From an optimization exercise on the open Yosys and OpenROAD flow, aimed at small area; shortcuts taken in it are not production practice.
Only simulation tests tie the RTL to the original design; equivalence was not proved.
No driver is modelled on the clock port, so clocking that relies on it looks cheaper here than on a real chip.
Power figures rest on the tool's default switching activity, not on a simulated workload.

// bicubic_scaler
module bicubic_scaler (
    input  logic        CLK,
    input  logic        RST,
    input  logic        start,
    input  logic [6:0]  v0,
    input  logic [6:0]  h0,
    input  logic [4:0]  sw,
    input  logic [5:0]  sh,
    input  logic [5:0]  tw,
    input  logic [7:0]  src_data,
    output logic        src_rd,
    output logic [13:0] src_addr,
    output logic        dst_we,
    output logic [11:0] dst_addr,
    output logic [7:0]  dst_data,
    output logic        done
);
Size: ~79 I/O pins.
Settings: LEC_CHECK=0, CAP_MARGIN=20, CORE_MARGIN=2, CORE_UTILIZATION=40, SLEW_MARGIN=20; clock period 15.0 ns.
standard.sh (not shown) runs the stock make flow with config.mk's settings and CLKGATE_MAP_FILE= SYNTH_SCRIPT=/design/flow/synth_recipe.tcl, a recipe that flattens the netlist after the stock synthesis.
==> flow/flow/run.sh <==
#!/bin/bash
# Layout flow: the standard flow, with these changes to the cells it picks:
#  - after the standard synthesis (bash standard.sh synth, unchanged), the
#    combinational cells of its netlist (half adders included) are re-mapped for area by Yosys/ABC
#    (flow/remap.py). Flip-flops, full adders and tie cells are left as
#    they are, so the registers keep their names, cells and connections. The
#    new netlist is proven equivalent to the standard one by Yosys; if that
#    fails, the standard netlist is used unchanged;
#  - the input and output ports are buffered with buf_1 instead of the buffer
#    buffer_ports picks by default (clkdlybuf4s50_1, 2.7x the area);
#  - clock tree synthesis runs with ORFS's usual arguments, clock buffers from
#    clkbuf_4 instead of clkbuf_16, and -dont_use_dummy_load; afterwards
#    (flow/post_cts.tcl) each clock buffer whose flip-flop loads see more than
#    110 ps of slew is upsized to clkbuf_8.
# Each tool's output goes to a log in the work folder (standard_synth.log,
# remap/*.log, standard.log); ORFS also keeps each step's log under orfs/logs.
set -euo pipefail
export BUFFER_PORTS_ARGS="-buffer_cell sky130_fd_sc_hd__buf_1"
export CTS_ARGS="-sink_clustering_enable -repair_clock_nets -dont_use_dummy_load -buf_list sky130_fd_sc_hd__clkbuf_4"
export POST_CTS_TCL="$PWD/flow/post_cts.tcl"
bash standard.sh synth > standard_synth.log 2>&1
R="orfs/results/${FLOW_PLATFORM}/bicubic_scaler/base"
mkdir -p remap
cp "$R/1_2_yosys.v" remap/std.v
if python3 flow/remap.py remap/std.v remap/remapped.v "$FLOW_TOP" remap > remap/remap_py.log 2>&1; then
  cp remap/remapped.v "$R/1_2_yosys.v"
  echo "re-mapped netlist used" > remap/result.txt
else
  echo "re-mapping failed or not proven: standard netlist used" > remap/result.txt
fi
# the netlist is now newer than 1_synth.odb, so make rebuilds it from there on
touch "$R/1_2_yosys.v"
bash standard.sh > standard.log 2>&1
Other scripts of this flow, unchanged in this note and not shown: flow/flow/dontuse.txt, flow/flow/post_cts.tcl, flow/flow/remap.py
Next try:
--- a/flow/design.v
+++ b/flow/design.v
@@ -40,23 +40,23 @@
     logic [13:2] row_base;      
     logic [6:0]  colp;      
     logic [6:0]  rem;
     logic [5:0]  col;       
     logic [11:0] dst_cnt;
     logic [5:0]  dr;
     logic [14:0] x;
     logic [7:0]  t0, t1, t2;
     logic [14:0] p1, p2, p3;
     logic        y1, y2;
     logic [2:0]  g;
-    logic        sb;
+    logic        sb, sc;
     logic [6:0]  cnt_inc, tcol, koff, badd, minu, addb, diff;
     logic [11:0] rc_inc;
     logic [5:0]  dd_in;
     logic [4:0]  sm_in;
     logic [11:0] dst_inc;
     logic [13:0] addr_sum;
     logic        ge, last_col, last_pix, dst_wrap, addm, backm, xen, dsel, step100;
     logic        nc0, nc1, nc2, nc3, nc4, nc5, nc6;
     bs_rca #(7)  u_cnt  (.a(cnt),      .b(7'd0),          .ci(1'b1),  .s(cnt_inc),  .co(nc0));
     bs_rca #(7)  u_tcol (.a(colp),     .b(koff),          .ci(1'b0),  .s(tcol),     .co(nc1));
     bs_rca #(12) u_rc   (.a({rows, col}), .b(12'd0),      .ci(1'b1),  .s(rc_inc),   .co(last_pix));
@@ -202,72 +202,73 @@
             7'd86: dig = 4'hf;
             7'd87: dig = 4'hf;
             7'd88: dig = 4'h1;
             7'd89: dig = 4'h1;
             7'd90: dig = 4'h0;
             7'd91: dig = 4'h0;
             7'd92: dig = 4'h1;
             7'd93: dig = 4'h1;
             7'd94: dig = 4'h0;
             7'd95: dig = 4'h0;
             7'd96: dig = 4'h0;
-            7'd97: dig = 4'h0;
+            7'd97: dig = 4'h1;
             7'd98: dig = 4'h0;
-            7'd99: dig = 4'h0;
-            7'd100: dig = 4'h0;
-            7'd101: dig = 4'h0;
-            7'd102: dig = 4'h0;
-            7'd103: dig = 4'h0;
+            7'd99: dig = 4'h1;
+            7'd100: dig = 4'h2;
+            7'd101: dig = 4'h3;
+            7'd102: dig = 4'h2;
+            7'd103: dig = 4'h3;
             7'd104: dig = 4'h0;
-            7'd105: dig = 4'h0;
+            7'd105: dig = 4'h1;
             7'd106: dig = 4'h0;
-            7'd107: dig = 4'h0;
-            7'd108: dig = 4'h0;
-            7'd109: dig = 4'h0;
-            7'd110: dig = 4'h0;
-            7'd111: dig = 4'h0;
+            7'd107: dig = 4'h1;
+            7'd108: dig = 4'h2;
+            7'd109: dig = 4'h3;
+            7'd110: dig = 4'h2;
+            7'd111: dig = 4'h3;
             7'd112: dig = 4'h0;
-            7'd113: dig = 4'h0;
+            7'd113: dig = 4'h1;
             7'd114: dig = 4'h0;
-            7'd115: dig = 4'h0;
-            7'd116: dig = 4'h0;
-            7'd117: dig = 4'h0;
-            7'd118: dig = 4'h0;
-            7'd119: dig = 4'h0;
+            7'd115: dig = 4'h1;
+            7'd116: dig = 4'h2;
+            7'd117: dig = 4'h3;
+            7'd118: dig = 4'h2;
+            7'd119: dig = 4'h3;
             7'd120: dig = 4'h0;
-            7'd121: dig = 4'h0;
+            7'd121: dig = 4'h1;
             7'd122: dig = 4'h0;
-            7'd123: dig = 4'h0;
-            7'd124: dig = 4'h0;
-            7'd125: dig = 4'h0;
-            7'd126: dig = 4'h0;
-            7'd127: dig = 4'h0;
+            7'd123: dig = 4'h1;
+            7'd124: dig = 4'h2;
+            7'd125: dig = 4'h3;
+            7'd126: dig = 4'h2;
+            7'd127: dig = 4'h3;
             default: dig = 4'h0;
         endcase
     end
-    assign gq = (first & (win != 2'd3)) ? {3{(win == 2'd1) & ad}} : g;
+    assign gq = first ? {3{(win == 2'd1) & ad}} : g;
     bs_rca #(4) u_gen (.a(dig), .b({gq[2], gq}), .ci(1'b0), .s(gsum), .co(gco));
     assign gbit = gsum[0];
     always_ff @(posedge CLK) begin
         g <= gsum[3:1];
         if (cnt[3:0] == 4'd15) begin
             if (win == 2'd1) sb <= gbit;
+            if (win == 2'd2) sc <= gbit;
         end
     end
     logic        ad, bin, cin, din;
     logic        r2, q3, f;
     logic [14:0] u1, u2, u3;
     logic        o1, o2, o3;
     assign bin = running & ((win == 2'd1) ? gbit : (win[1] ? sb : 1'b0));
-    assign cin = running & win[1] & gbit;
-    assign din = running & (win == 2'd3) & (first | ((cnt[3:0] >= 4'd1) & (cnt[3:0] <= 4'd8) & t1[7]));
+    assign cin = running & ((win == 2'd2) ? gbit : ((win == 2'd3) ? sc : 1'b0));
+    assign din = running & (win == 2'd3) & gbit;
     assign r2 = running & y1;
     assign q3 = running & y2;
     bs_rca #(15) u_m1 (.a(p1), .b(~x & {15{ad}}), .ci(win == 2'd0 ? ad : bin), .s(u1), .co(o1));
     bs_rca #(15) u_m2 (.a(p2), .b(x & {15{r2}}), .ci(cin), .s(u2), .co(o2));
     bs_rca #(15) u_m3 (.a(p3), .b(x & {15{q3}}), .ci(din), .s(u3), .co(o3));
     assign f = u3[0];
     always_ff @(posedge CLK) begin
         p1  <= {o1, u1[14:7], dsel ? (ge ? diff[5:0] : minu[5:0]) : u1[6:1]};
         p2  <= {o2, u2[14:1]};
         p3  <= {o3, u3[14:1]};
         ad  <= running & ((win == 2'd0) ? gbit : ad);
Result:
- The changed run finished clean
- first-iteration DRC count decreases by 8.1%
- synthesized cell count goes up by 1.3%
- clock power increases by about 3%
- design area came out higher by 1.3%
- clock skew rises by 0.0042 ns
- die area climbs by 1.2%
- area after synthesis rises by 1.2%
- via count rises by 1.5%

========
v6:
bicubic_scaler, a different RTL version from the one above (not shown whole).
Size: roughly 740 cells after synthesis, about 79 I/O pins.
Settings: LEC_CHECK=0, CAP_MARGIN=20, CORE_MARGIN=2, CORE_UTILIZATION=40, SLEW_MARGIN=20; clock period 15.0 ns.
==> flow/flow/run.sh <==
#!/bin/bash
# Layout flow: the standard flow, with these changes to the cells it picks:
#  - after the standard synthesis (bash standard.sh synth, unchanged), the
#    combinational cells of its netlist (half adders included) are re-mapped for area by Yosys/ABC
#    (flow/remap.py). Flip-flops, full adders and tie cells are left as
#    they are, so the registers keep their names, cells and connections. The
#    new netlist is proven equivalent to the standard one by Yosys; if that
#    fails, the standard netlist is used unchanged;
#  - the input and output ports are buffered with buf_1 instead of the buffer
#    buffer_ports picks by default (clkdlybuf4s50_1, 2.7x the area);
#  - clock tree synthesis runs with ORFS's usual arguments, clock buffers from
#    clkbuf_8 instead of clkbuf_16, and -dont_use_dummy_load.
# Each tool's output goes to a log in the work folder (standard_synth.log,
# remap/*.log, standard.log); ORFS also keeps each step's log under orfs/logs.
set -euo pipefail
export BUFFER_PORTS_ARGS="-buffer_cell sky130_fd_sc_hd__buf_1"
export CTS_ARGS="-sink_clustering_enable -repair_clock_nets -dont_use_dummy_load -buf_list sky130_fd_sc_hd__clkbuf_8"
bash standard.sh synth > standard_synth.log 2>&1
R="orfs/results/${FLOW_PLATFORM}/bicubic_scaler/base"
mkdir -p remap
cp "$R/1_2_yosys.v" remap/std.v
if python3 flow/remap.py remap/std.v remap/remapped.v "$FLOW_TOP" remap > remap/remap_py.log 2>&1; then
  cp remap/remapped.v "$R/1_2_yosys.v"
  echo "re-mapped netlist used" > remap/result.txt
else
  echo "re-mapping failed or not proven: standard netlist used" > remap/result.txt
fi
# the netlist is now newer than 1_synth.odb, so make rebuilds it from there on
touch "$R/1_2_yosys.v"
bash standard.sh > standard.log 2>&1
Other scripts of this flow, unchanged in this note and not shown: flow/flow/dontuse.txt, flow/flow/remap.py
Here is what was changed in the inputs of v7 compared with v6.
--- a/flow/design.v
+++ b/flow/design.v
@@ -43,17 +43,17 @@
     logic [5:0]  col;       
     logic [11:0] dst_cnt;
     logic [5:0]  dr;
     logic [14:0] x;
     logic [7:0]  t0, t1, t2;
     logic [14:0] p1, p2, p3;
     logic        y1, y2;
     logic [3:0]  g;
-    logic        sb, sc;
+    logic        sa, sb, sc;
     logic [6:0]  cnt_inc, tcol, koff, badd, minu, addb, diff;
     logic [5:0]  col_inc, rows_dec, dd_in;
     logic [4:0]  sm_in;
     logic [11:0] dst_inc;
     logic [13:0] addr_sum;
     logic        ge, last_col, dst_wrap, addm, backm, xen, dsel, step100;
     logic        nc0, nc1, nc2, nc3, nc4, nc5, nc6;
     bs_rca #(7)  u_cnt  (.a(cnt),      .b(7'd0),          .ci(1'b1),  .s(cnt_inc),  .co(nc0));
@@ -243,16 +243,17 @@
         endcase
     end
     assign gq = first ? 4'd0 : g;
     bs_rca #(4) u_gen (.a(dig), .b(gq), .ci(1'b0), .s(gsum), .co(gco));
     assign gbit = gsum[0];
     always_ff @(posedge CLK) begin
         g <= {dig[3] ^ gq[3] ^ gco, gsum[3:1]};
         if (cnt[3:0] == 4'd15) begin
+            if (win == 2'd0) sa <= gbit;
             if (win == 2'd1) sb <= gbit;
             if (win == 2'd2) sc <= gbit;
         end
     end
     logic        ad, bin, cin, din;
     logic        r2, q3, f;
     logic [14:0] u1, u2, u3;
     logic        o1, o2, o3;
@@ -264,17 +265,17 @@
     bs_rca #(15) u_m1 (.a(p1), .b(x & {15{ad}}), .ci(bin), .s(u1), .co(o1));
     bs_rca #(15) u_m2 (.a(p2), .b(x & {15{r2}}), .ci(cin), .s(u2), .co(o2));
     bs_rca #(15) u_m3 (.a(p3), .b(x & {15{q3}}), .ci(din), .s(u3), .co(o3));
     assign f = u3[0];
     always_ff @(posedge CLK) begin
         p1  <= {o1, u1[14:7], dsel ? (ge ? diff[5:0] : minu[5:0]) : u1[6:1]};
         p2  <= {o2, u2[14:1]};
         p3  <= {o3, u3[14:1]};
-        ad  <= running & ((win == 2'd0) ? gbit : ad);
+        ad  <= running & ((win == 2'd0) ? gbit : sa);
         y1  <= u1[0];
         y2  <= u2[0];
     end
     assign dst_data = f ? {8{~t0[7]}} : t0;
     always_ff @(posedge CLK) begin
         if (xen)
             x <= {x[13:0], ge};
     end
Results
Run comparison: v7 capturing instance or port of the critical path p2[13]; v6 capturing instance or port of the critical path p1[13]
Compared with v6, v7 shows final cell count that has gone up slightly.
Higher via total after detailed routing was reported by v7, not v6.
Of v7 and v6, it is v7 that has the lower number of buffer and inverter stages on the critical path.
~same post-route worst hold slack in v7 and v6
Between v7 and v6, the y dimension of the die does not differ in any meaningful way.
In v7, the placed cell count came out about 0.7% above the value in v6.
Critical path depth was higher in the run labelled v6.
Relative to v6, post-placement cell area has gone up in v7.
A slowest library cell on the worst path of a32oi_1 is what v6 shows, while a21oi_1 belongs to v7.
Total wirelength of the detailed-routed design in v7 is 1.9% lower than in v6

## port drivers added, routing unchanged
In the flow no input, the clock included, has a driving cell. The finished layouts below were timed again as built, in two steps. Step 1, drivers: a clkbuf_16 drives CLK and a buf_2 each remaining input, both assumed. Step 2 moves the port delays by t, midway between the first and last clock arrival at a register: inputs arrive t later, outputs are due t later. That takes back most of the time a late clock gives input paths. a / b / c = ideal ports / drivers / drivers and shift; a / b = the first two.
run	t (ns)	setup WS [ns]	hold WS [ns]	latest minus earliest clock arrival (ns)	slew at the worst register clock pin (ns)
the first run of note 1	0.450	4.665 / 4.678 / 4.228	0.330 / 0.330 / 0.330	0.030 / 0.030	0.10 / 0.10
the second run of note 1	0.466	4.329 / 4.341 / 3.875	0.328 / 0.328 / 0.328	0.035 / 0.035	0.10 / 0.10
v6	0.468	3.849 / 3.864 / 3.396	0.313 / 0.313 / 0.313	0.029 / 0.029	0.09 / 0.09
v7	0.477	4.063 / 4.078 / 3.601	0.310 / 0.310 / 0.310	0.035 / 0.035	0.10 / 0.10
After both steps setup and hold are still met in every run listed. The setup slack of v7, which loses most, moves by +0.015 ns with the drivers and by -0.462 ns with both steps.
